Context: an optimization exercise on an open-source flow, tuned for small area. The choices shown serve that exercise and are no tape-out recipe.
Only simulation tests tie the RTL to the original design; equivalence was not proved.
Power figures rest on the tool's default switching activity, not on a simulated workload. No driver is modelled on the clock port, so clocking that relies on it looks cheaper here than on a real chip.

<file path="flow/run.sh">
#!/bin/bash
# Standard synthesis, then every combinational cell down to its smallest
# variant, then the standard layout with small port buffers, a clock tree
# of smaller buffers and area recovery.
set -euo pipefail
R=$PWD/orfs/results/$FLOW_PLATFORM/dev_bus_top/base
EXTRA=(REMOVE_ABC_BUFFERS=1 RECOVER_POWER=100)
if [[ -f flow/extra.txt ]]; then
  while IFS= read -r line; do [[ -n "$line" ]] && EXTRA+=("$line"); done < flow/extra.txt
fi
bash standard.sh $R/1_2_yosys.v > synth.log 2>&1
cp $R/1_2_yosys.v $R/1_2_yosys_std.v
python3 flow/downsize.py $FLOW_HOME/platforms/$FLOW_PLATFORM/lib/sky130_fd_sc_hd__tt_025C_1v80.lib \
    $FLOW_HOME/platforms/$FLOW_PLATFORM/config.mk $R/1_2_yosys_std.v $R/1_2_yosys.v > downsize.log 2>&1
bash standard.sh "${EXTRA[@]}" finish > layout.log 2>&1
</file>
<file path="flow/downsize.py">
#!/usr/bin/env python3
"""Give every combinational cell of a mapped netlist the smallest-area variant
of its own function (same base name and pins); ties go to the stronger drive.
Flip-flops are left as they are. The placer's repair steps size cells up again
where timing, slew or capacitance need it.
usage: downsize.py LIBERTY PLATFORM_CONFIG_MK NETLIST_IN NETLIST_OUT"""
import fnmatch
import re
import sys

lib, cfg, src, dst = sys.argv[1:5]

text = open(lib).read()
cells = {}
for m in re.finditer(r'\n\s*cell\s*\(\s*"?([\w]+)"?\s*\)\s*\{', text):
    name = m.group(1)
    body = text[m.end():m.end() + 200000]
    nxt = re.search(r'\n\s*cell\s*\(', body)
    if nxt:
        body = body[:nxt.start()]
    area = float(re.search(r'area\s*:\s*([\d.]+)', body).group(1))
    pins = tuple(sorted(re.findall(r'\n\s*pin\s*\(\s*"?(\w+)"?\s*\)', body)))
    seq = bool(re.search(r'\n\s*(ff|latch|statetable)\s*\(', body))
    cells[name] = (area, pins, seq)

# DONT_USE_CELLS from the platform config (continuation lines joined)
cfgtext = open(cfg).read().replace('\\\n', ' ')
dont = []
for line in cfgtext.splitlines():
    m = re.match(r'\s*export\s+DONT_USE_CELLS\s*\+?=\s*(.*)', line)
    if m:
        dont += m.group(1).split()

def usable(c):
    return not any(fnmatch.fnmatch(c, p) for p in dont)

def split(c):
    m = re.match(r'(sky130_fd_sc_hd__\w+?)_(\d+)$', c)
    return (m.group(1), int(m.group(2))) if m else (c, 0)

groups = {}
for c, (area, pins, seq) in cells.items():
    base, drive = split(c)
    if usable(c):
        groups.setdefault((base, pins), []).append((area, -drive, c))

best = {}
for c, (area, pins, seq) in cells.items():
    if seq:
        continue
    base, drive = split(c)
    cand = groups.get((base, pins), [])
    if cand:
        best[c] = min(cand)[2]

net = open(src).read()
count = {}

def repl(m):
    c = m.group(1)
    b = best.get(c, c)
    if b != c:
        count[(c, b)] = count.get((c, b), 0) + 1
    return b + m.group(2)

net = re.sub(r'\b(sky130_fd_sc_hd__\w+)(\s+\S+\s*\()', repl, net)
open(dst, 'w').write(net)
for (a, b), n in sorted(count.items()):
    print(f'{n:5d} {a} -> {b}')
</file>
<file path="flow/extra.txt">
BUFFER_PORTS_ARGS=-buffer_cell sky130_fd_sc_hd__buf_1
CTS_ARGS=-sink_clustering_enable -repair_clock_nets -dont_use_dummy_load -buf_list sky130_fd_sc_hd__clkbuf_8
</file>
<file path="standard.sh">
#!/bin/bash
# synth_recipe.tcl (not shown) runs the flow's synth.tcl, then flattens the netlist and writes it again
# the make line also repeats each setting of config.mk as NAME=value (left out here)
make -C /OpenROAD-flow-scripts/flow DESIGN_CONFIG=/design/flow/config.mk WORK_HOME=/design/flow/orfs CLKGATE_MAP_FILE= SYNTH_SCRIPT=/design/flow/synth_recipe.tcl "${@:-finish}"
</file>
<file path="config.mk">
export PLATFORM = sky130hd
export DESIGN_NAME = dev_bus_top
export DESIGN_NICKNAME = dev_bus_top
export VERILOG_FILES = /design/flow/design.v
export SDC_FILE = /design/flow/constraint.sdc
export NUM_CORES = 4
export LEC_CHECK = 0
export CAP_MARGIN = 20
export CORE_MARGIN = 2
export CORE_UTILIZATION = 40
export SLEW_MARGIN = 20
export SYNTH_HIERARCHICAL = 1
export SYNTH_MINIMUM_KEEP_SIZE = 0
</file>
<file path="constraint.sdc">
create_clock -name core_clock -period 4.0 [get_ports {clk}]
set_input_delay 0.8000 -clock core_clock [delete_from_list [all_inputs] [get_ports {clk}]]
set_output_delay 0.8000 -clock core_clock [all_outputs]
set_load 0.01 [all_outputs]
</file>
<file path="design.v">
package dev_pkg;
    typedef logic [31:0] addr_t;            
    typedef logic [31:0] data_t;            
    typedef logic [3:0]  be_t;              
    typedef logic [7:0]  page_t;            
    localparam page_t UART_PAGE = 8'hC0;    
    localparam page_t DSA_PAGE  = 8'hC4;    
    localparam logic [1:0] UART_REG_TX     = 2'd0;
    localparam logic [1:0] UART_REG_STATUS = 2'd1;
    localparam int DSA_WORDS = 16;
    typedef enum logic [1:0] {
        IDLE,                               
        START,                              
        DATA,                               
        STOP                                
    } uart_state_t;
endpackage
module dsa_port_bit (
    input  logic wr_i,
    input  logic wdata_i,
    input  logic prev_i,
    output logic d_o
);
    assign d_o = wr_i ? wdata_i : prev_i;
endmodule
module dev_rd_bit (
    input  logic [15:0] d_i,
    input  logic [15:0] sel_i,
    output logic        q_o
);
    assign q_o = |(d_i & sel_i);
endmodule
module dev_bus_top (
    input  logic           clk,
    input  logic           usr_reset,
    input  logic           wb_cyc_i,
    input  logic           wb_stb_i,
    input  logic           wb_we_i,
    input  dev_pkg::addr_t wb_adr_i,
    input  dev_pkg::be_t   wb_sel_i,
    input  dev_pkg::data_t wb_dat_i,
    output dev_pkg::data_t wb_dat_o,
    output logic           wb_ack_o,
    output logic           uart_tx_o
);
    logic       rst_act;
    logic [2:0] rst_idx;
    logic       rst;
    always_ff @(posedge clk) begin
        if (usr_reset) begin
            rst_act <= 1'b1;
            rst_idx <= 3'd7;
        end else begin
            rst_act <= rst_act & (rst_idx != 3'd0);
            rst_idx <= rst_idx - 3'd1;
        end
    end
    assign rst = usr_reset | rst_act;
    logic ack_q;
    logic req;
    logic hit_uart;
    logic hit_dsa;
    logic uart_tx_req;
    logic uart_busy;
    assign hit_uart    = (wb_adr_i[31:24] == dev_pkg::UART_PAGE);
    assign hit_dsa     = (wb_adr_i[31:24] == dev_pkg::DSA_PAGE);
    assign req         = wb_cyc_i & wb_stb_i & ~ack_q & ~rst;
    assign uart_tx_req = hit_uart & wb_we_i & (wb_adr_i[3:2] == dev_pkg::UART_REG_TX);
    always_ff @(posedge clk) begin
        ack_q <= req & ~(uart_tx_req & uart_busy);
    end
    assign wb_ack_o = ack_q;
    logic [9:0] tx_sr;
    logic [3:0] baud_cnt;
    logic       bit_end;
    logic       tx_wr;
    logic       tx_q;
    assign uart_busy = |tx_sr;
    assign bit_end   = (baud_cnt == 4'd15);
    assign tx_wr     = req & uart_tx_req & ~uart_busy;
    always_ff @(posedge clk) begin
        if (rst) begin
            tx_sr <= '0;
        end else if (tx_wr) begin
            tx_sr <= {1'b1, wb_dat_i[7:0], 1'b0};
        end else if (bit_end) begin
            tx_sr <= {1'b0, tx_sr[9:1]};
        end
    end
    always_ff @(posedge clk) begin
        baud_cnt <= uart_busy ? baud_cnt + 4'd1 : 4'd0;
        tx_q     <= rst | tx_sr[0] | ~(|tx_sr[9:1]);
    end
    assign uart_tx_o = tx_q;
    logic [31:0] slot_q [16];
    logic        phase;
    logic [31:0] wdata;
    logic        dsa_wr;
    assign phase  = rst_idx[0];
    assign dsa_wr = wb_cyc_i & wb_stb_i & hit_dsa & wb_we_i & (wb_adr_i[2] ^ phase);
    assign wdata  = rst_act ? 32'd0 : wb_dat_i;
    logic [31:0] even_d [8];                 
    for (genvar k = 0; k < 8; k++) begin : g_pair
        logic [3:0] wr;
        for (genvar b = 0; b < 4; b++) begin : g_lane
            assign wr[b] = rst_act | (dsa_wr & (wb_adr_i[5:3] == 3'(k)) & wb_sel_i[b]);
            for (genvar i = 0; i < 8; i++) begin : g_bit
                dsa_port_bit i_bit (
                    .wr_i    (wr[b]),
                    .wdata_i (wdata[8*b + i]),
                    .prev_i  (slot_q[2*k+1][8*b + i]),
                    .d_o     (even_d[k][8*b + i])
                );
            end
        end
    end
    always_ff @(posedge clk) begin
        for (int k = 0; k < 8; k++) begin
            slot_q[2*k]   <= even_d[k];
            slot_q[2*k+1] <= slot_q[2*k];
        end
    end
    logic        dsa_rd_q;                  
    logic        stat_q;                    
    logic [3:0]  rd_slot;
    logic [15:0] rd_sel;
    logic [31:0] rd_data;
    always_ff @(posedge clk) begin
        dsa_rd_q <= hit_dsa & ~wb_we_i;
        stat_q   <= hit_uart & ~wb_we_i & (wb_adr_i[3:2] == dev_pkg::UART_REG_STATUS) & uart_busy;
    end
    assign rd_slot = {wb_adr_i[5:3], wb_adr_i[2] ^ phase};
    for (genvar q = 0; q < 16; q++) begin : g_rsel
        assign rd_sel[q] = dsa_rd_q & (rd_slot == 4'(q));
    end
    for (genvar i = 0; i < 32; i++) begin : g_rd
        logic [15:0] col;
        for (genvar q = 0; q < 16; q++) begin : g_col
            assign col[q] = slot_q[q][i];
        end
        dev_rd_bit i_bit (
            .d_i   (col),
            .sel_i (rd_sel),
            .q_o   (rd_data[i])
        );
    end
    assign wb_dat_o = rd_data | {31'd0, stat_q};
endmodule
</file>
==> out/results.ini, run 1 <==
[status]
status=finished clean

[floorplan]
die-area_sq_um=44950
start_util_pct=40.36
core-area_sq_um=42890
die_w_um=212.0
num_io_pins=107
dieHeight_um=212.0
row_count=76

[clocking]
cts_buffers=84
postCtsHoldBufs=0
cts_resized=0
htreeDepth=3
ctsLongestPathBuffers=3
cts_tree=yes
cts.sinks=534
cts.root.buffer_cell=clkbuf_8
clk_latency_ns=0.64
clkTransAtPathRegs_ns=0.06
cts_setup_buffers=0

[min_path]
min_path_type=reg2reg
min_from=slot_q[8][30]

[synth]
ys_warn_count=10
syn_inst=1304
synth.avg_cell_area_sq_um=13.27
syn_area_sq_um=17310

[detailed_routing]
dr.pass1.iters=5
antenna_left=0
viasPerCell=5.654
num_vias=11830
wl_mm=49.10
routedWlPerCell_um=23.47
drt-initial-drc-count=736
route.detailed.drc=0

[worst_setup_path]
crit_required_ns=3.20
path_class=in2out
cp-startpoint=wb_adr_i[2]
crit_arrival_ns=3.00
cp-start-kind=input port
r2r-start=rst_act
end_kind=output pin
critPathMaxFanout=7

[global_routing]
grt_pass1_vias=12170
grt_use_total_pct=21.93
grt_max_degree=33
antenna_found_initial=3
overflow=0
grt_pass1_wl_mm=73.34

[sta]
finalCriticalPeriod_ns=3.804
worst_slew_pin_slew_ns=1.338
rsz0062_at_grt=no
fmax_mhz=262.9
worst_clock_skew_ns=0.04472
slew-limit-headroom_pct=10.77
layout_setup_ws_ns=0.1961
slew_violations=0
finalCritPeriodShare_pct=95.10
final_hold_viol_count=0
setup_viol=0

[placed_design]
hpwlAfterDp_mm=29.85
place.gp.congestion=0.7666
dp_slack_ns=0.1571
port_buffers=86
dp.cells=2006

[final_layout]
multi_input_comb_area_sq_um=6539
register_area_sq_um=10690
syn2layout_area_growth_pct=15.72
nets=1583
mostFrequentLayoutCells=dfxtp_1, mux2_2, a22o_1, a221oi_1, buf_1
layout-drive-gt1-share_pct=26.84
mostFrequentLayoutCell=dfxtp_1
fin_cells=2092
num-fill-cells=3892

[power_and_ir_drop]
internal_power_uw=7242
power.share.clock_pct=40.4
ir_drop_mv=0.1900
power_uw=9161
pwr_density_cell_nw_per_um2=457.4
p_switching_uw=1919
p_comb_share_pct=1.1
swShare_pct=20.95
p_leak_uw=0.007824
seqPwrFrac_pct=58.5

[flow_run]
cap_violations=0

[power groups by stage]
stage	logic, uW	clock network (uW)	registers, uW
after detailed placement	100	0	5470
after global routing	109	3990	5360
after floorplan	43.6	0	5470
after CTS	101	3780	5360
final	99.5	3700	5360
after global placement	97.6	0	5470
[worst paths after layout]
path / cells past startpoint / slack (ns) / end
max: 11 / 0.20 / wb_dat_o[0]
min: 0 / 0.31 / slot_q[9][30]
max reg2reg: 4 / 0.44 / slot_q[12][0]
min reg2reg: 0 / 0.31 / slot_q[9][30]
[layer usage]
layer,vias to the layer above,routed length [um],GRT usage [%]
met2,396,22700,35.27
met1,5938,22150,29.34
met3,83,3322,4.742
met5,-,23,0
met4,4,910,7.237
li1,5407,-,-
[stage by stage]
| step | TNS, ns | hold slack (ns) | area [sq um] | util, % |
|---|---|---|---|---|
| global placement | 0 | 0.3332 | 19000 | 44.31 |
| CTS | 0 | 0.3080 | 20160 | 47.00 |
| finish | 0 | 0.3110 | 20030 | 46.70 |
| floorplan | -9.749 | 0.3311 | 17140 | - |
| detailed placement | 0 | 0.3369 | 19000 | 44.31 |
| global route | 0 | 0.3230 | 20020 | 46.69 |
[area by class of cell]
class	count	area share (%)
Inverter	4	0.07496
Timing Repair Buffer	162	4.454
Tap cell	585	3.654
Clock buffer	84	5.772
Sequential cell	534	53.37
Multi-Input combinational cell	721	32.65
Antenna cell	2	0.02499
[registers in the layout (all words and copies together), names as in the netlist]
register and count:
slot_q 512, tx_sr 10, baud_cnt 4, rst_idx 3
ack_q 1, dsa_rd_q 1, rst_act 1, stat_q 1
tx_q 1
[critical path, stage by stage]
cell and delay [ns]:
buf_1 0.18, xnor2_2 0.17, nand2_1 0.20, clkbuf_1 0.20, nor2_1 0.12, buf_4 0.20
a22o_1 0.21, a221oi_1 0.21, nand4_1 0.23, or2_2 0.34, buf_1 0.13
==> run 2: changes to the inputs <==
--- a/design.v
+++ b/design.v
@@ -30,3 +30,39 @@
 );
-    assign q_o = |(d_i & sel_i);
+    logic [5:0] n;
+    for (genvar g = 0; g < 5; g++) begin : g_aoi
+        dev_rd_aoi3 i_aoi (
+            .d_i   (d_i[3*g +: 3]),
+            .sel_i (sel_i[3*g +: 3]),
+            .n_o   (n[g])
+        );
+    end
+    dev_rd_nand2 i_last (
+        .a_i (d_i[15]),
+        .b_i (sel_i[15]),
+        .n_o (n[5])
+    );
+    dev_rd_or6n i_or (
+        .n_i (n),
+        .q_o (q_o)
+    );
+endmodule
+module dev_rd_aoi3 (
+    input  logic [2:0] d_i,
+    input  logic [2:0] sel_i,
+    output logic       n_o
+);
+    assign n_o = ~|(d_i & sel_i);
+endmodule
+module dev_rd_nand2 (
+    input  logic a_i,
+    input  logic b_i,
+    output logic n_o
+);
+    assign n_o = ~(a_i & b_i);
+endmodule
+module dev_rd_or6n (
+    input  logic [5:0] n_i,
+    output logic       q_o
+);
+    assign q_o = ~&n_i;
 endmodule
--- a/flow/run.sh
+++ b/flow/run.sh
@@ -6,3 +6,3 @@
 R=$PWD/orfs/results/$FLOW_PLATFORM/dev_bus_top/base
-EXTRA=(REMOVE_ABC_BUFFERS=1 RECOVER_POWER=100)
+EXTRA=(REMOVE_ABC_BUFFERS=1)
 if [[ -f flow/extra.txt ]]; then
==> flow/extra.txt (replaced) <==
BUFFER_PORTS_ARGS=-buffer_cell sky130_fd_sc_hd__buf_1
CTS_ARGS=-sink_clustering_enable -repair_clock_nets -dont_use_dummy_load -buf_list sky130_fd_sc_hd__clkbuf_16 -sink_clustering_size 24 -sink_clustering_max_diameter 80
--- a/config.mk
+++ b/config.mk
@@ -9,3 +9,3 @@
 export CORE_MARGIN = 2
-export CORE_UTILIZATION = 40
+export CORE_UTILIZATION = 60
 export SLEW_MARGIN = 20
==> out/results.ini, run 2 <==
[status]
status=finished clean

[detailed_routing]
wl_mm=41.93  ; -15%
routedWlPerCell_um=23.48  ; about the same
viasPerCell=6.354  ; +12%
num_vias=11350  ; -4.1%
dr.pass1.iters=7  ; +2
drt-initial-drc-count=1346  ; +83%
antenna_left=0  ; unchanged
route.detailed.drc=0  ; unchanged

[worst_setup_path]
end_kind=output pin
cp_slowest_cell=xnor2_1
crit_path_cell_trace=buf_1 > xnor2_1 > nand2b_1 > nor2_2 > a222oi_1 > and4_1 > nand3_1 > or2_2 > buf_1
crit_required_ns=3.20  ; about the same
cpPeakStageDelay_ns=0.41  ; +0.07 ns
crit_arrival_ns=2.97  ; -0.03 ns
critPathMaxFanout=10  ; +3
path_class=in2out
cp-start-kind=input port
path_common_cell=buf_1

[placed_design]
place.gp.congestion=0.7709  ; +0.56%
port_buffers=86  ; unchanged
dp.cells=1759  ; -12%
hpwlAfterDp_mm=25.88  ; -13%

[global_routing]
grt_pass1_vias=10920  ; -10%
overflow=0  ; unchanged
grt_pass1_wl_mm=63.16  ; -14%
antenna_found_initial=3  ; unchanged
grt_max_degree=67  ; +100%
grt_use_total_pct=27.80  ; +5.9 points

[min_path]
min_path_type=reg2reg

[synth]
syn_area_sq_um=17030  ; -1.6%
syn_inst=1273  ; -2.4%
ys_warn_count=10  ; unchanged
synth.avg_cell_area_sq_um=13.38  ; +0.79%

[sta]
slew_violations=0  ; unchanged
finalCritPeriodShare_pct=94.28  ; -0.82 points
rsz0062_at_grt=no
fmax_mhz=265.2  ; +0.87%
worst_slew_pin_slew_ns=0.9720  ; -0.3664 ns
final_hold_viol_count=0  ; unchanged
setup_viol=0  ; unchanged
slew-limit-headroom_pct=34.60  ; +24 points
setup_tns_ns=0  ; unchanged
worst_clock_skew_ns=0.04044  ; -0.004273 ns
finalCriticalPeriod_ns=3.771  ; -0.03286 ns

[floorplan]
core-area_sq_um=27860  ; -35%
num_io_pins=107  ; unchanged
die-area_sq_um=29750  ; -34%
start_util_pct=61.13  ; +21 points
die_w_um=172.5  ; -19%
dieHeight_um=172.5  ; -19%
row_count=61  ; -20%

[final_layout]
mostFrequentLayoutCells=dfxtp_1, mux2_2, a222oi_1
largest-register=slot_q
nets=1485  ; -6.2%
mostFrequentLayoutCell=dfxtp_1
fin_cells=1786  ; -15%
reg_top3=slot_q: 512 flops, tx_sr: 10 flops, baud_cnt: 4 flops
num-fill-cells=2117  ; -46%
largest_reg_flops=512  ; unchanged
syn2layout_area_growth_pct=11.02
layout-drive-gt1-share_pct=26.58  ; -0.26 points

[clocking]
cts_setup_buffers=0  ; unchanged
clk_latency_ns=0.57  ; -0.07 ns
cts_tree=yes
clkTransAtPathRegs_ns=0.09  ; +0.03 ns
cts_buffers=26  ; -69%
ctsLongestPathBuffers=3  ; unchanged
cts.sinks=534  ; unchanged
postCtsHoldBufs=0  ; unchanged
htreeDepth=1  ; -2
cts_resized=0  ; unchanged
cts.root.buffer_cell=clkbuf_16

[power_and_ir_drop]
pwr_density_cell_nw_per_um2=431.3  ; -5.7%
ir_drop_mv=0.3882  ; +100%
p_leak_uw=0.007263  ; -7.2%

[flow_run]
cap_violations=0  ; unchanged

-- run 2: final cells by class --
class,count,area [sq um],area share [%]
Timing Repair Buffer,153,863.3,4.566
Multi-Input combinational cell,690,6211,32.85
Tap cell,378,473.0,2.501
Antenna cell,1,2.502,0.01324
Clock buffer,26,650.6,3.441
Sequential cell,534,10690,56.55
Inverter,4,15.01,0.07941
-- run 2: where the power goes --
group / switching (uW) / internal (uW) / total [uW]
combinational: 50.8 / 43.2 / 94.0
sequential: 12.5 / 5340 / 5350
clock: 1550 / 1160 / 2710
total: 1610 / 6540 / 8150
-- run 2: stage by stage --
step / area (sq um) / hold WS, ns / power (uW) / util (%) / worst slack [ns]
floorplan: 16860 / 0.3305 / 5514 / - / -0.1853
detailed placement: 18250 / 0.3363 / 5566 / 65.52 / 0.2591
global placement: 18250 / 0.3318 / 5563 / 65.52 / 0.2938
global route: 18910 / 0.3070 / 8413 / 67.87 / 0.05115
CTS: 18900 / 0.3084 / 8200 / 67.86 / 0.2449
finish: 18910 / 0.3103 / 8155 / 67.87 / 0.2289
-- run 2: per-layer routing --
metal	routed length [um]	vias to the layer above	global-route usage, %	part of all wire [%]
met2	18860	401	43.88	45
met1	18860	5679	40.38	45
met5	33	-	0	0.079
met3	3239	62	4.028	7.7
met4	938	4	6.759	2.2
li1	-	5202	-	-
-- run 2: final timing paths --
kind         cells after the start  slack, ns             to     startpoint
min                              0       0.31  slot_q[7][11]  slot_q[6][11]
min reg2reg                      0       0.31  slot_q[7][11]  slot_q[6][11]
max reg2reg                      5       1.37   slot_q[4][3]     rst_idx[0]
max                              9       0.23    wb_dat_o[0]    wb_adr_i[2]
-- run 2: worst max-delay path, delay by kind of cell --
kind	cells	cell delay, ns
compound gates	1	0.36
xor+xnor	1	0.41
simple gates	5	1.16
buf+inv	2	0.24
==> run 3: changes to the inputs <==
--- a/flow/run.sh
+++ b/flow/run.sh
@@ -2,4 +2,5 @@
 # Standard synthesis, then every combinational cell down to its smallest
-# variant, then the standard layout with small port buffers, a clock tree
-# of smaller buffers and area recovery.
+# variant (flow/downsize.py), then the standard layout with the extra make
+# settings of flow/extra.txt (small port buffers, a clock tree of larger
+# clusters). Each step's output goes to its own log in the work folder.
 set -euo pipefail
@@ -13,3 +14,3 @@
 python3 flow/downsize.py $FLOW_HOME/platforms/$FLOW_PLATFORM/lib/sky130_fd_sc_hd__tt_025C_1v80.lib \
-    $FLOW_HOME/platforms/$FLOW_PLATFORM/config.mk $R/1_2_yosys_std.v $R/1_2_yosys.v > downsize.log 2>&1
+    $FLOW_HOME/platforms/$FLOW_PLATFORM/config.mk $R/1_2_yosys_std.v $R/1_2_yosys.v ${FANOUT_SIZES:-} > downsize.log 2>&1
 bash standard.sh "${EXTRA[@]}" finish > layout.log 2>&1
--- a/flow/downsize.py
+++ b/flow/downsize.py
@@ -3,5 +3,7 @@
 of its own function (same base name and pins); ties go to the stronger drive.
-Flip-flops are left as they are. The placer's repair steps size cells up again
-where timing, slew or capacitance need it.
-usage: downsize.py LIBERTY PLATFORM_CONFIG_MK NETLIST_IN NETLIST_OUT"""
+A cell that drives many loads gets a stronger variant instead (drive 2 from
+FANOUT2 loads, drive 4 from FANOUT4 loads), so that the placer need not buffer
+its net. Flip-flops are left as they are. The placer's repair steps size cells
+up again where timing, slew or capacitance need it.
+usage: downsize.py LIBERTY PLATFORM_CONFIG_MK NETLIST_IN NETLIST_OUT [FANOUT2 FANOUT4]"""
 import fnmatch
@@ -11,2 +13,4 @@
 lib, cfg, src, dst = sys.argv[1:5]
+fo2 = int(sys.argv[5]) if len(sys.argv) > 5 else 1 << 30
+fo4 = int(sys.argv[6]) if len(sys.argv) > 6 else 1 << 30
 
@@ -14,2 +18,3 @@
 cells = {}
+outpins = {}
 for m in re.finditer(r'\n\s*cell\s*\(\s*"?([\w]+)"?\s*\)\s*\{', text):
@@ -23,3 +28,5 @@
     seq = bool(re.search(r'\n\s*(ff|latch|statetable)\s*\(', body))
+    outs = set(re.findall(r'\n\s*pin\s*\(\s*"?(\w+)"?\s*\)\s*\{[^{}]*?direction\s*:\s*"?output', body))
     cells[name] = (area, pins, seq)
+    outpins[name] = outs
 
@@ -56,2 +63,25 @@
 net = open(src).read()
+
+# Loads on each net, and the net each instance drives
+loads = {}
+drives = {}
+for typ, inst, body in re.findall(r'\b(sky130_fd_sc_hd__\w+)\s+(\S+)\s*\((.*?)\);', net, re.S):
+    for pin, n in re.findall(r'\.(\w+)\(([^()]*)\)', body):
+        n = n.strip()
+        if pin in outpins.get(typ, ()):
+            drives[inst] = n
+        else:
+            loads[n] = loads.get(n, 0) + 1
+
+def pick(c, fanout):
+    area, pins, seq = cells[c]
+    base, drive = split(c)
+    cand = groups.get((base, pins), [])
+    want = 4 if fanout >= fo4 else 2 if fanout >= fo2 else 0
+    if want:
+        strong = [x for x in cand if -x[1] >= want]
+        if strong:
+            return min(strong, key=lambda x: (-x[1] != want, x[0]))[2]
+    return best.get(c, c)
+
 count = {}
@@ -60,8 +90,10 @@
     c = m.group(1)
-    b = best.get(c, c)
+    if c not in cells or cells[c][2]:
+        return m.group(0)
+    b = pick(c, loads.get(drives.get(m.group(2), ''), 0))
     if b != c:
         count[(c, b)] = count.get((c, b), 0) + 1
-    return b + m.group(2)
+    return b + ' ' + m.group(2) + m.group(3)
 
-net = re.sub(r'\b(sky130_fd_sc_hd__\w+)(\s+\S+\s*\()', repl, net)
+net = re.sub(r'\b(sky130_fd_sc_hd__\w+)\s+(\S+)(\s*\()', repl, net)
 open(dst, 'w').write(net)
==> flow/extra.txt (replaced) <==
BUFFER_PORTS_ARGS=-buffer_cell sky130_fd_sc_hd__buf_1
CTS_ARGS=-sink_clustering_enable -repair_clock_nets -dont_use_dummy_load -buf_list sky130_fd_sc_hd__clkbuf_16 -sink_clustering_size 30 -sink_clustering_max_diameter 100
==> out/results.ini, run 3 <==
[detailed_routing]
drt-initial-drc-count=1370  ; +1.8%
routedWlPerCell_um=23.46  ; about the same
route.detailed.drc=0  ; unchanged
viasPerCell=6.291  ; -0.98%
wl_mm=41.79  ; -0.33%
dr.pass1.iters=8  ; +1
num_vias=11210  ; -1.3%
antenna_left=0  ; unchanged

[final_layout]
mostFrequentLayoutCells=dfxtp_1, mux2_2, a222oi_1
layout-drive-gt1-share_pct=26.32  ; -0.26 points
mostFrequentLayoutCell=dfxtp_1
multi_input_comb_area_sq_um=6211  ; unchanged
nets=1480  ; -0.34%
register_area_sq_um=10690  ; unchanged
syn2layout_area_growth_pct=10.29
largest-register=slot_q
largest_reg_flops=512  ; unchanged
final_area_sq_um=18780  ; -0.66%
num-fill-cells=2135  ; +0.85%
reg_top3=slot_q: 512 flops, tx_sr: 10 flops, baud_cnt: 4 flops

[worst_setup_path]
crit_arrival_ns=3.01  ; +0.04 ns
cp-start-kind=input port
crit_required_ns=3.20  ; about the same
critPathMaxFanout=16  ; +6
path_class=in2out
end_kind=output pin
r2r_setup_slack_ns=1.36  ; about the same

[clocking]
cts_tree=yes
clk_latency_ns=0.55  ; -0.02 ns
cts.root.buffer_cell=clkbuf_16
cts_buffers=21  ; -19%
clkTransAtPathRegs_ns=0.11  ; +0.02 ns
htreeDepth=1  ; unchanged
cts.sinks=534  ; unchanged
ctsLongestPathBuffers=3  ; unchanged
cts_resized=0  ; unchanged
cts_setup_buffers=0  ; unchanged
postCtsHoldBufs=0  ; unchanged

[sta]
slew_violations=0  ; unchanged
final_hold_viol_count=0  ; unchanged
fmax_mhz=262.5  ; -1.0%
setup_viol=0  ; unchanged
finalCritPeriodShare_pct=95.22  ; +0.95 points
worst_clock_skew_ns=0.01835  ; -0.02209 ns
slew-limit-headroom_pct=36.56  ; +2.0 points
finalCriticalPeriod_ns=3.809  ; +0.03790 ns
worst_slew_pin_slew_ns=0.9430  ; -0.02902 ns
rsz0062_at_grt=no
setup_tns_ns=0  ; unchanged
whs_ns=0.3443  ; +0.03394 ns

[floorplan]
die-area_sq_um=29750  ; unchanged
core-area_sq_um=27860  ; unchanged
row_count=61  ; unchanged
num_io_pins=107  ; unchanged
die_w_um=172.5  ; unchanged
start_util_pct=61.13  ; unchanged
dieHeight_um=172.5  ; unchanged

[placed_design]
place.gp.congestion=0.7709  ; unchanged
hpwlAfterDp_mm=25.88  ; unchanged
port_buffers=86  ; unchanged
placed_area_sq_um=18250  ; unchanged

[min_path]
min_path_type=reg2reg

[global_routing]
grt_pass1_vias=10890  ; -0.35%
grt_use_total_pct=27.75  ; -0.059 points
grt_max_degree=67  ; unchanged
grt_pass1_wl_mm=62.99  ; -0.26%
overflow=0  ; unchanged
antenna_found_initial=3  ; unchanged

[power_and_ir_drop]
ir_drop_mv=0.3598  ; -7.3%
pwr_density_cell_nw_per_um2=421.5  ; -2.3%
p_leak_uw=0.007202  ; -0.85%

[synth]
ys_warn_count=10  ; unchanged
syn_inst=1273  ; unchanged
synth.avg_cell_area_sq_um=13.38  ; unchanged
syn_area_sq_um=17030  ; unchanged

[status]
status=finished clean

[flow_run]
cap_violations=0  ; unchanged

-- run 3: layer usage --
layer / vias to the layer above / share of wire (%) / GRT usage, % / wire, um
met5: - / 0.079 / 0 / 33
met4: 4 / 2.0 / 6.686 / 853
met3: 55 / 7.3 / 3.845 / 3035
met2: 372 / 45 / 44.03 / 18860
met1: 5588 / 45 / 40.22 / 19000
li1: 5186 / - / - / -
-- run 3: layout make-up --
cell class | instances | share of cell area, %
timing repair buffer | 153 | 4.597
inverter | 4 | 0.07994
tap | 378 | 2.518
clock buffer | 21 | 2.798
antenna | 1 | 0.01332
sequential | 534 | 56.92
multi-input combinational | 690 | 33.07
-- run 3: worst paths after layout --
check,from,to,depth (start not counted)
setup / recovery,wb_adr_i[2],wb_dat_o[17],9
hold / removal,slot_q[14][11],slot_q[15][11],0
setup reg to reg,rst_idx[0],slot_q[4][14],5
hold reg to reg,slot_q[14][11],slot_q[15][11],0
-- run 3: critical path, stage by stage --
cell,delay [ns]
buf_1,0.11
xnor2_1,0.42
nand2b_1,0.32
nor2_2,0.19
buf_4,0.26
a222oi_1,0.41
and4_1,0.27
nand3_1,0.08
buf_1,0.14
-- run 3: through the flow --
| step | instances | setup WS, ns | power [uW] | utilization [%] |
|---|---|---|---|---|
| floorplan | 1228 | -0.1853 | 5514 | - |
| global placement | 1759 | 0.2938 | 5563 | 65.52 |
| detailed placement | 1759 | 0.2591 | 5566 | 65.52 |
| CTS | 1780 | 0.2449 | 7968 | 67.41 |
| global route | 1781 | 0.05115 | 8168 | 67.42 |
| finish | 1781 | 0.1910 | 7916 | 67.42 |
-- run 3: where the power goes --
group	internal [uW]	switching, uW
Combinational	43.2	50.4
Sequential	5340	12.5
Clock	953	1520
Total	6340	1580
==> run 4: changes to the inputs <==
--- a/design.v
+++ b/design.v
@@ -25,2 +25,10 @@
 endmodule
+module dsa_wr_en (
+    input  logic pair_i,
+    input  logic lane_i,
+    input  logic clr_i,
+    output logic wr_o
+);
+    assign wr_o = (pair_i & lane_i) | clr_i;
+endmodule
 module dev_rd_bit (
@@ -67,2 +75,9 @@
     assign q_o = ~&n_i;
+endmodule
+module dev_rd_sel (
+    input  logic hi_i,
+    input  logic lo_i,
+    output logic sel_o
+);
+    assign sel_o = hi_i & lo_i;
 endmodule
@@ -140,4 +155,11 @@
         logic [3:0] wr;
+        logic       pair_wr;
+        assign pair_wr = dsa_wr & (wb_adr_i[5:3] == 3'(k));
         for (genvar b = 0; b < 4; b++) begin : g_lane
-            assign wr[b] = rst_act | (dsa_wr & (wb_adr_i[5:3] == 3'(k)) & wb_sel_i[b]);
+            dsa_wr_en i_wr (
+                .pair_i (pair_wr),
+                .lane_i (wb_sel_i[b]),
+                .clr_i  (rst_act),
+                .wr_o   (wr[b])
+            );
             for (genvar i = 0; i < 8; i++) begin : g_bit
@@ -168,4 +190,14 @@
     assign rd_slot = {wb_adr_i[5:3], wb_adr_i[2] ^ phase};
+    logic [3:0] rd_hi;                      
+    logic [3:0] rd_lo;                      
+    for (genvar j = 0; j < 4; j++) begin : g_rpre
+        assign rd_hi[j] = dsa_rd_q & (rd_slot[3:2] == 2'(j));
+        assign rd_lo[j] = (rd_slot[1:0] == 2'(j));
+    end
     for (genvar q = 0; q < 16; q++) begin : g_rsel
-        assign rd_sel[q] = dsa_rd_q & (rd_slot == 4'(q));
+        dev_rd_sel i_sel (
+            .hi_i  (rd_hi[q / 4]),
+            .lo_i  (rd_lo[q % 4]),
+            .sel_o (rd_sel[q])
+        );
     end
==> out/results.ini, run 4 <==
[status]
status=finished clean

[detailed_routing]
drt-initial-drc-count=1347  ; -1.7%
antenna_left=0  ; unchanged
routedWlPerCell_um=23.41  ; -0.22%
num_vias=11090  ; -1.0%
route.detailed.drc=0  ; unchanged
viasPerCell=6.359  ; +1.1%
wl_mm=40.83  ; -2.3%
dr.pass1.iters=9  ; +1

[floorplan]
core-area_sq_um=27860  ; unchanged
row_count=61  ; unchanged
die-area_sq_um=29760  ; about the same
dieHeight_um=172.5  ; about the same
die_w_um=172.5  ; about the same
start_util_pct=61.15  ; about the same
num_io_pins=107  ; unchanged

[final_layout]
mostFrequentLayoutCell=dfxtp_1
reg_top3=slot_q: 512 flops, tx_sr: 10 flops, baud_cnt: 4 flops
final_area_sq_um=18530  ; -1.3%
num-fill-cells=2201  ; +3.1%
nets=1442  ; -2.6%
largest_reg_flops=512  ; unchanged
layout-drive-gt1-share_pct=23.46  ; -2.9 points
mostFrequentLayoutCells=dfxtp_1, mux2_2, a222oi_1
largest-register=slot_q
fin_cells=1744  ; -2.1%
syn2layout_area_growth_pct=8.792

[global_routing]
grt_pass1_vias=11250  ; +3.4%
grt_max_degree=66  ; -1.5%
grt_pass1_wl_mm=63.98  ; +1.6%
grt_use_total_pct=26.99  ; -0.75 points
overflow=0  ; unchanged
antenna_found_initial=4  ; +1

[sta]
slew-limit-headroom_pct=44.48  ; +7.9 points
final_hold_viol_count=0  ; unchanged
worst_slew_pin_slew_ns=0.8329  ; -0.1101 ns
rsz0062_at_grt=no
setup_viol=0  ; unchanged
worst_clock_skew_ns=0.03298  ; +0.01463 ns
setup_tns_ns=0  ; unchanged
finalCriticalPeriod_ns=3.680  ; -0.1290 ns
slew_violations=0  ; unchanged
fmax_mhz=271.7  ; +3.5%
finalCritPeriodShare_pct=92.00  ; -3.2 points

[worst_setup_path]
crit_required_ns=3.20  ; about the same
worst-path-buf-inv=3  ; unchanged
crit_path_cell_trace=buf_1 > xnor2_1 > nor2_1 > and2_1 > buf_4 > a222oi_1 > and4_1 > nand3_1 > buf_1
path_common_cell=buf_1
cp_top_family=simple AND/OR/NAND/NOR gates
reg2reg_depth=6  ; +1
path_class=in2out
critPathMaxFanout=17  ; +1
crit_arrival_ns=2.88  ; -0.13 ns
cp_slowest_cell=xnor2_1
end_kind=output pin
cp.depth=9  ; unchanged
cp-start-kind=input port
cpPeakStageDelay_ns=0.37  ; -0.05 ns

[placed_design]
placed_area_sq_um=18000  ; -1.4%
dp.cells=1721  ; -2.2%
place.gp.congestion=0.7862  ; +2.0%
port_buffers=86  ; unchanged
hpwlAfterDp_mm=25.72  ; -0.62%

[clocking]
cts_tree=yes
clk_latency_ns=0.55  ; about the same
postCtsHoldBufs=0  ; unchanged
clkTransAtPathRegs_ns=0.11  ; about the same
ctsLongestPathBuffers=3  ; unchanged
cts_setup_buffers=0  ; unchanged
cts.root.buffer_cell=clkbuf_16
cts.sinks=534  ; unchanged
cts_resized=0  ; unchanged
htreeDepth=1  ; unchanged
cts_buffers=21  ; unchanged

[synth]
syn_inst=1261  ; -0.94%
synth.avg_cell_area_sq_um=13.51  ; +0.98%
ys_warn_count=10  ; unchanged
syn_area_sq_um=17040  ; about the same

[power_and_ir_drop]
pwr_density_cell_nw_per_um2=425.7  ; +1.0%
ir_drop_mv=0.3264  ; -9.3%
p_leak_uw=0.007181  ; -0.29%
power_uw=7890  ; -0.34%

[flow_run]
cap_violations=0  ; unchanged

[min_path]
min_path_cells=0  ; unchanged
min_path_type=reg2reg

-- run 4: changes by cell type in the layout (fill, tap and decap cells not counted), moves of 11 or more --
cell / change
nand2_1: -21
a21o_1: +32
buf_4: -32
o21bai_1: -28
nor2_2: -11
and2_1: +17
-- run 4: where the power goes --
group          total [uW]  switching (uW)  leakage (uW)  internal, uW
sequential           5350            12.6       0.00430          5340
clock                2450            1500      0.000259           952
combinational        83.0            45.2       0.00262          37.8
total                7890            1560       0.00718          6330
-- run 4: final timing paths --
kind                         end            from  slack (ns)
setup / recovery     wb_dat_o[4]     wb_adr_i[2]        0.32
hold / removal    slot_q[11][31]  slot_q[10][31]        0.34
setup reg to reg   slot_q[0][10]      rst_idx[0]        1.13
hold reg to reg   slot_q[11][31]  slot_q[10][31]        0.34
-- run 4: cell type report --
cell class	instances	area, sq um	area share (%)
timing repair buffer	122	643.1	3.470
multi-input combinational	683	6180	33.34
clock buffer	21	525.5	2.836
antenna	2	5.005	0.02701
sequential	534	10690	57.69
tap	378	473.0	2.552
inverter	4	15.01	0.08102
-- run 4: routing by layer --
layer  GRT usage [%]  vias to the layer above  part of all wire [%]
met5               0                        -                 0.054
met4           8.226                        4                   2.9
met3           3.957                       67                   6.7
met2           44.13                      365                    46
met1           37.23                     5553                    44
li1                -                     5101                     -
-- run 4: metrics by stage --
stage / hold WS (ns) / setup WS (ns) / utilization [%]
final: 0.3411 / 0.3201 / 66.53
after global routing: 0.3373 / 0.1189 / 66.52
after CTS: 0.3431 / 0.3353 / 66.51
after detailed placement: 0.3360 / 0.3512 / 64.62
after global placement: 0.3320 / 0.3584 / 64.62
after floorplan: 0.3305 / 0.7175 / -
==> run 5: changes to the inputs <==
--- a/flow/run.sh
+++ b/flow/run.sh
@@ -4,4 +4,6 @@
 # settings of flow/extra.txt (small port buffers, a clock tree of larger
-# clusters). Each step's output goes to its own log in the work folder.
+# clusters, timing-driven placement that does not keep its trial buffers). Each step's output goes to its own log in the work folder.
 set -euo pipefail
+# Cells driving 24 or more loads get their drive-4 variant
+FANOUT_SIZES="1000 24"
 R=$PWD/orfs/results/$FLOW_PLATFORM/dev_bus_top/base
==> flow/extra.txt (replaced) <==
BUFFER_PORTS_ARGS=-buffer_cell sky130_fd_sc_hd__buf_1
CTS_ARGS=-sink_clustering_enable -repair_clock_nets -dont_use_dummy_load -buf_list sky130_fd_sc_hd__clkbuf_16 -sink_clustering_size 30 -sink_clustering_max_diameter 100
GPL_KEEP_OVERFLOW=0
==> out/results.ini, run 5 <==
[clocking]
clk_latency_ns=0.56  ; about the same
cts.sinks=534  ; unchanged
clkTransAtPathRegs_ns=0.11  ; about the same
cts_tree=yes
cts_resized=0  ; unchanged
cts_buffers=21  ; unchanged
ctsLongestPathBuffers=3  ; unchanged
cts.root.buffer_cell=clkbuf_16
cts_setup_buffers=0  ; unchanged
postCtsHoldBufs=0  ; unchanged
htreeDepth=1  ; unchanged

[final_layout]
multi_input_comb_area_sq_um=6220  ; +0.65%
mostFrequentLayoutCell=dfxtp_1
num-fill-cells=2226  ; +1.1%
reg_top3=slot_q: 512 flops, tx_sr: 10 flops, baud_cnt: 4 flops
register_area_sq_um=10690  ; about the same
largest-register=slot_q
mostFrequentLayoutCells=dfxtp_1, mux2_2, a222oi_1
layout-drive-gt1-share_pct=22.65  ; -0.81 points
final_area_sq_um=18270  ; -1.4%
fin_cells=1708  ; -2.1%
nets=1407  ; -2.4%
syn2layout_area_growth_pct=7.012
largest_reg_flops=512  ; unchanged

[placed_design]
place.gp.congestion=0.7745  ; -1.5%
dp.cells=1686  ; -2.0%
port_buffers=86  ; unchanged
hpwlAfterDp_mm=23.25  ; -9.6%
dp_slack_ns=0.2740  ; -0.07716 ns
placed_area_sq_um=17740  ; -1.4%

[status]
status=finished clean

[floorplan]
start_util_pct=61.13  ; about the same
dieHeight_um=172.7  ; +0.11%
num_io_pins=107  ; unchanged
row_count=61  ; unchanged
die-area_sq_um=29820  ; +0.23%
core-area_sq_um=27930  ; +0.27%
die_w_um=172.7  ; +0.11%

[sta]
rsz0062_at_grt=no
finalCritPeriodShare_pct=93.97  ; +2.0 points
worst_clock_skew_ns=0.03280  ; -0.0001808 ns
setup_viol=0  ; unchanged
setup_tns_ns=0  ; unchanged
layout_setup_ws_ns=0.2411  ; -0.07897 ns
finalCriticalPeriod_ns=3.759  ; +0.07897 ns
slew_violations=0  ; unchanged
fmax_mhz=266.0  ; -2.1%
final_hold_viol_count=0  ; unchanged
slew-limit-headroom_pct=55.34  ; +11 points
whs_ns=0.3324  ; -0.008706 ns
worst_slew_pin_slew_ns=0.6685  ; -0.1644 ns

[worst_setup_path]
path_common_cell=buf_1
end_kind=output pin
critPathMaxFanout=32  ; +15
cp_top_family=simple AND/OR/NAND/NOR gates
path_class=in2out
crit_required_ns=3.20  ; about the same
worst-path-buf-inv=2  ; -1
crit_path_cell_trace=buf_1 > xnor2_1 > nor2b_1 > and2_4 > a222oi_1 > and4_1 > nand3_1 > or2_2 > buf_1
cp-start-kind=input port
crit_arrival_ns=2.96  ; +0.08 ns
cp_slowest_cell=and2_4
cpPeakStageDelay_ns=0.58  ; +0.21 ns

[min_path]
min_path_type=reg2reg

[power_and_ir_drop]
p_leak_uw=0.007009  ; -2.4%
ir_drop_mv=0.3777  ; +16%
pwr_density_cell_nw_per_um2=432.1  ; +1.5%

[global_routing]
grt_pass1_wl_mm=63.74  ; -0.38%
grt_pass1_vias=10890  ; -3.2%
grt_max_degree=49  ; -26%
grt_use_total_pct=27.22  ; +0.23 points
overflow=0  ; unchanged
antenna_found_initial=1  ; -3

[detailed_routing]
drt-initial-drc-count=1330  ; -1.3%
dr.pass1.iters=9  ; unchanged
viasPerCell=6.403  ; +0.69%
route.detailed.drc=0  ; unchanged
routedWlPerCell_um=24.20  ; +3.4%
antenna_left=0  ; unchanged
wl_mm=41.34  ; +1.2%
num_vias=10940  ; -1.4%

[synth]
syn_inst=1261  ; unchanged
synth.avg_cell_area_sq_um=13.54  ; +0.24%
syn_area_sq_um=17080  ; +0.24%
ys_warn_count=10  ; unchanged

[flow_run]
cap_violations=0  ; unchanged

==> run 5: cell count changes in the layout (fill, tap and decap cells not counted) <==
| cell | before | now |
|---|---|---|
| buf_4 | 32 | 0 |
| diode_2 | 2 | 1 |
| and2_1 | 19 | 3 |
| buf_12 | 4 | 1 |
| dfxtp_2 | 1 | 0 |
| and2_4 | 0 | 16 |
| dfxtp_4 | 0 | 1 |
==> run 5: worst register-to-register path, delay by kind of cell, from the launching register on <==
family	cells	cell delay, ns
DFF	1	0.35
xor gates and xnor gates	1	0.20
muxes	1	0.41
AOI/OAI and AO/OA	1	0.61
and+or+nand+nor	3	1.01
==> run 5: metal layers <==
layer | vias up | share of wire, % | GRT usage [%] | routed length, um
met5 | - | 0 | 0 | 0
met4 | 0 | 1.9 | 6.356 | 792
met3 | 46 | 6.0 | 2.814 | 2487
met2 | 363 | 47 | 45.26 | 19390
met1 | 5471 | 45 | 38.57 | 18670
li1 | 5056 | - | - | -
==> run 5: area by class of cell <==
class                      instances  area share [%]
tap                              378           2.588
inverter                           4         0.08217
antenna                            1         0.01369
clock buffer                      21           2.876
timing repair buffer              87           1.876
multi-input combinational        683           34.04
sequential                       534           58.53
==> run 5: through the flow <==
| step | total power, uW | util (%) |
|---|---|---|
| final | 7896 | 65.41 |
| after CTS | 7943 | 65.40 |
| after detailed placement | 5556 | 63.52 |
| after floorplan | 5513 | - |
| after global placement | 5554 | 63.44 |
| after global routing | 8137 | 65.41 |
==> run 5: path summary, 6_finish.rpt <==
path | startpoint | to | slack [ns] | cells past startpoint
hold / removal | slot_q[12][1] | slot_q[13][1] | 0.33 | 0
setup / recovery | wb_adr_i[2] | wb_dat_o[0] | 0.24 | 9
setup reg to reg | rst_idx[0] | slot_q[0][20] | 1.32 | 6
hold reg to reg | slot_q[12][1] | slot_q[13][1] | 0.33 | 0
==> run 5: report_power, final <==
| group | total (uW) | internal [uW] | switching, uW | leakage (uW) |
|---|---|---|---|---|
| clock network | 2460 | 952 | 1510 | 0.000259 |
| registers | 5350 | 5340 | 13.1 | 0.00430 |
| logic | 82.8 | 38.1 | 44.7 | 0.00245 |
==> run 6: changes to the inputs <==
--- a/design.v
+++ b/design.v
@@ -74,3 +74,23 @@
 );
-    assign q_o = ~&n_i;
+    logic all3;
+    dev_rd_and3 i_and (
+        .a_i (n_i[2:0]),
+        .y_o (all3)
+    );
+    dev_rd_nand4 i_nand (
+        .a_i ({n_i[5:3], all3}),
+        .y_o (q_o)
+    );
+endmodule
+module dev_rd_and3 (
+    input  logic [2:0] a_i,
+    output logic       y_o
+);
+    assign y_o = &a_i;
+endmodule
+module dev_rd_nand4 (
+    input  logic [3:0] a_i,
+    output logic       y_o
+);
+    assign y_o = ~&a_i;
 endmodule
==> out/results.ini, run 6 <==
[sta]
rsz0062_at_grt=no
worst_clock_skew_ns=0.01629  ; -0.01651 ns
final_hold_viol_count=0  ; unchanged
setup_tns_ns=0  ; unchanged
slew-limit-headroom_pct=56.83  ; +1.5 points
slew_violations=0  ; unchanged
finalCriticalPeriod_ns=3.756  ; -0.003235 ns
fmax_mhz=266.3  ; about the same
setup_viol=0  ; unchanged
worst_slew_pin_slew_ns=0.6462  ; -0.02231 ns
layout_setup_ws_ns=0.2443  ; +0.003235 ns
finalCritPeriodShare_pct=93.89  ; about the same

[global_routing]
grt_use_total_pct=27.41  ; +0.19 points
grt_pass1_vias=10920  ; +0.29%
overflow=0  ; unchanged
grt_pass1_wl_mm=63.93  ; +0.29%
antenna_found_initial=3  ; +2
grt_max_degree=55  ; +12%

[worst_setup_path]
cp_slowest_cell=and2_4
end_kind=output pin
crit_required_ns=3.20  ; about the same
cp-start-kind=input port
cpPeakStageDelay_ns=0.60  ; +0.02 ns
r2r-start=rst_idx[0]
crit_arrival_ns=2.96  ; about the same
worst-path-buf-inv=2  ; unchanged
reg2reg_depth=6  ; unchanged
critPathMaxFanout=32  ; unchanged
r2r_setup_slack_ns=1.37  ; +0.05 ns
timing.rr.end=slot_q[0][15]
cp_top_family=simple AND/OR/NAND/NOR gates
crit_path_cell_trace=buf_1 > xnor2_1 > nor2b_1 > and2_4 > a222oi_1 > and3_1 > nand4_1 > buf_1
path_common_cell=buf_1
path_class=in2out

[final_layout]
largest_reg_flops=512  ; unchanged
largest-register=slot_q
layout-drive-gt1-share_pct=22.65  ; unchanged
utilization_pct=65.48  ; +0.071 points
final_area_sq_um=18240  ; -0.16%
mostFrequentLayoutCells=dfxtp_1, mux2_2, a222oi_1
mostFrequentLayoutCell=dfxtp_1
reg_top3=slot_q: 512 flops, tx_sr: 10 flops, baud_cnt: 4 flops
nets=1407  ; unchanged
syn2layout_area_growth_pct=7.088  ; about the same

[placed_design]
port_buffers=86  ; unchanged
dp_slack_ns=0.3098  ; +0.03576 ns
place.gp.congestion=0.7420  ; -4.2%
placed_area_sq_um=17710  ; -0.18%
hpwlAfterDp_mm=23.28  ; +0.15%

[power_and_ir_drop]
p_leak_uw=0.006994  ; -0.21%
pwr_density_cell_nw_per_um2=432.9  ; +0.18%
ir_drop_mv=0.3707  ; -1.9%

[clocking]
cts.sinks=534  ; unchanged
cts_buffers=21  ; unchanged
htreeDepth=1  ; unchanged
ctsLongestPathBuffers=3  ; unchanged
postCtsHoldBufs=0  ; unchanged
cts_setup_buffers=0  ; unchanged
cts.root.buffer_cell=clkbuf_16
clkTransAtPathRegs_ns=0.10  ; about the same
cts_resized=0  ; unchanged
cts_tree=yes
clk_latency_ns=0.54  ; -0.02 ns

[detailed_routing]
routedWlPerCell_um=24.47  ; +1.1%
wl_mm=41.81  ; +1.1%
dr.pass1.iters=9  ; unchanged
viasPerCell=6.404  ; about the same
antenna_left=0  ; unchanged
num_vias=10940  ; +0.073%
drt-initial-drc-count=1359  ; +2.2%
route.detailed.drc=0  ; unchanged

[floorplan]
num_io_pins=107  ; unchanged
die_w_um=172.5  ; -0.11%
dieHeight_um=172.5  ; -0.11%
row_count=61  ; unchanged
die-area_sq_um=29760  ; -0.23%
start_util_pct=61.15  ; about the same
core-area_sq_um=27860  ; -0.27%

[min_path]
min_path_cells=0  ; unchanged
min_path_type=reg2reg
min_from=slot_q[10][19]
hold_end=slot_q[11][19]

[synth]
syn_area_sq_um=17040  ; -0.23%
synth.avg_cell_area_sq_um=13.51  ; -0.23%
syn_inst=1261  ; unchanged
ys_warn_count=10  ; unchanged

[flow_run]
cap_violations=0  ; unchanged

[status]
status=finished clean

## run 6: power breakdown
part           leakage (uW)  switching, uW  total [uW]  internal (uW)
registers           0.00430           13.1        5350           5340
logic               0.00243           46.0        84.1           38.1
clock network      0.000259           1510        2460            952
## run 6: layout make-up
class	count	area, sq um
antenna	2	5.005
clock buffer	21	525.5
fill	2197	9615
inverter	4	15.01
multi-input combinational	683	6180
sequential	534	10690
tap	378	473.0
timing repair buffer	87	350.3
## run 6: worst max path at each step
stage / to / slack [ns] / start / cells past startpoint
after global routing: wb_dat_o[25] / 0.09 / wb_adr_i[2] / 8
after CTS: wb_dat_o[23] / 0.30 / wb_adr_i[2] / 8
after detailed placement: wb_dat_o[23] / 0.31 / wb_adr_i[2] / 8
after global placement: tx_sr[8] / 0.25 / rst_act / 4
after floorplan: wb_dat_o[0] / 0.96 / wb_adr_i[2] / 7
final: wb_dat_o[25] / 0.24 / wb_adr_i[2] / 8
## run 6: metrics by stage
step / hold slack, ns / power (uW) / instances
2_1_floorplan: 0.3305 / 5513 / 1221
3_3_place_gp: 0.3317 / 5555 / 1685
3_5_place_dp: 0.3369 / 5557 / 1686
4_1_cts: 0.3416 / 7956 / 1707
5_1_grt: 0.3500 / 8138 / 1707
6_report: 0.3377 / 7897 / 1709
## run 6: layer usage
| metal | wire [um] | track usage [%] | up-vias |
|---|---|---|---|
| met5 | 13 | 0 | - |
| met4 | 951 | 7.087 | 2 |
| met3 | 2802 | 3.294 | 61 |
| met2 | 19810 | 46.40 | 376 |
| met1 | 18230 | 37.44 | 5452 |
| li1 | - | - | 5053 |

-- static timing again, ports no longer ideal --
The flow's constraints put no driver on any port. The routed layouts listed below were extracted and timed again, unchanged, in two steps.
Step 1 (the two cells are an assumption about what drives the block):
set clk [get_ports {clk}]
set_driving_cell -lib_cell sky130_fd_sc_hd__clkbuf_16 $clk
set_driving_cell -lib_cell sky130_fd_sc_hd__buf_2 [delete_from_list [all_inputs] $clk]
Step 2 also shifts input and output timing later by t, the mid clock arrival at the registers, as if the neighbouring blocks saw the same clock.
Slacks: ideal / step 1 / step 2; pairs: ideal / step 1.
run | shift t [ns] | slack for setup (ns) | hold slack, ns | worst setup path at the end
run 1 | 0.665 | 0.196 / 0.148 / 0.170 | 0.311 / 0.311 / 0.311 | input to output
run 2 | 0.597 | 0.229 / 0.208 / 0.208 | 0.310 / 0.310 / 0.310 | input to output
run 3 | 0.591 | 0.191 / 0.170 / 0.170 | 0.344 / 0.344 / 0.344 | input to output
run 4 | 0.587 | 0.320 / 0.290 / 0.299 | 0.341 / 0.341 / 0.341 | input to output
run 5 | 0.591 | 0.241 / 0.218 / 0.218 | 0.332 / 0.332 / 0.332 | input to output
run 6 | 0.583 | 0.244 / 0.224 / 0.225 | 0.338 / 0.338 / 0.338 | input to output
After both steps setup and hold are still met in every run listed. The setup slack of run 1, which loses most, moves by -0.048 ns with the drivers and by -0.026 ns with both steps.
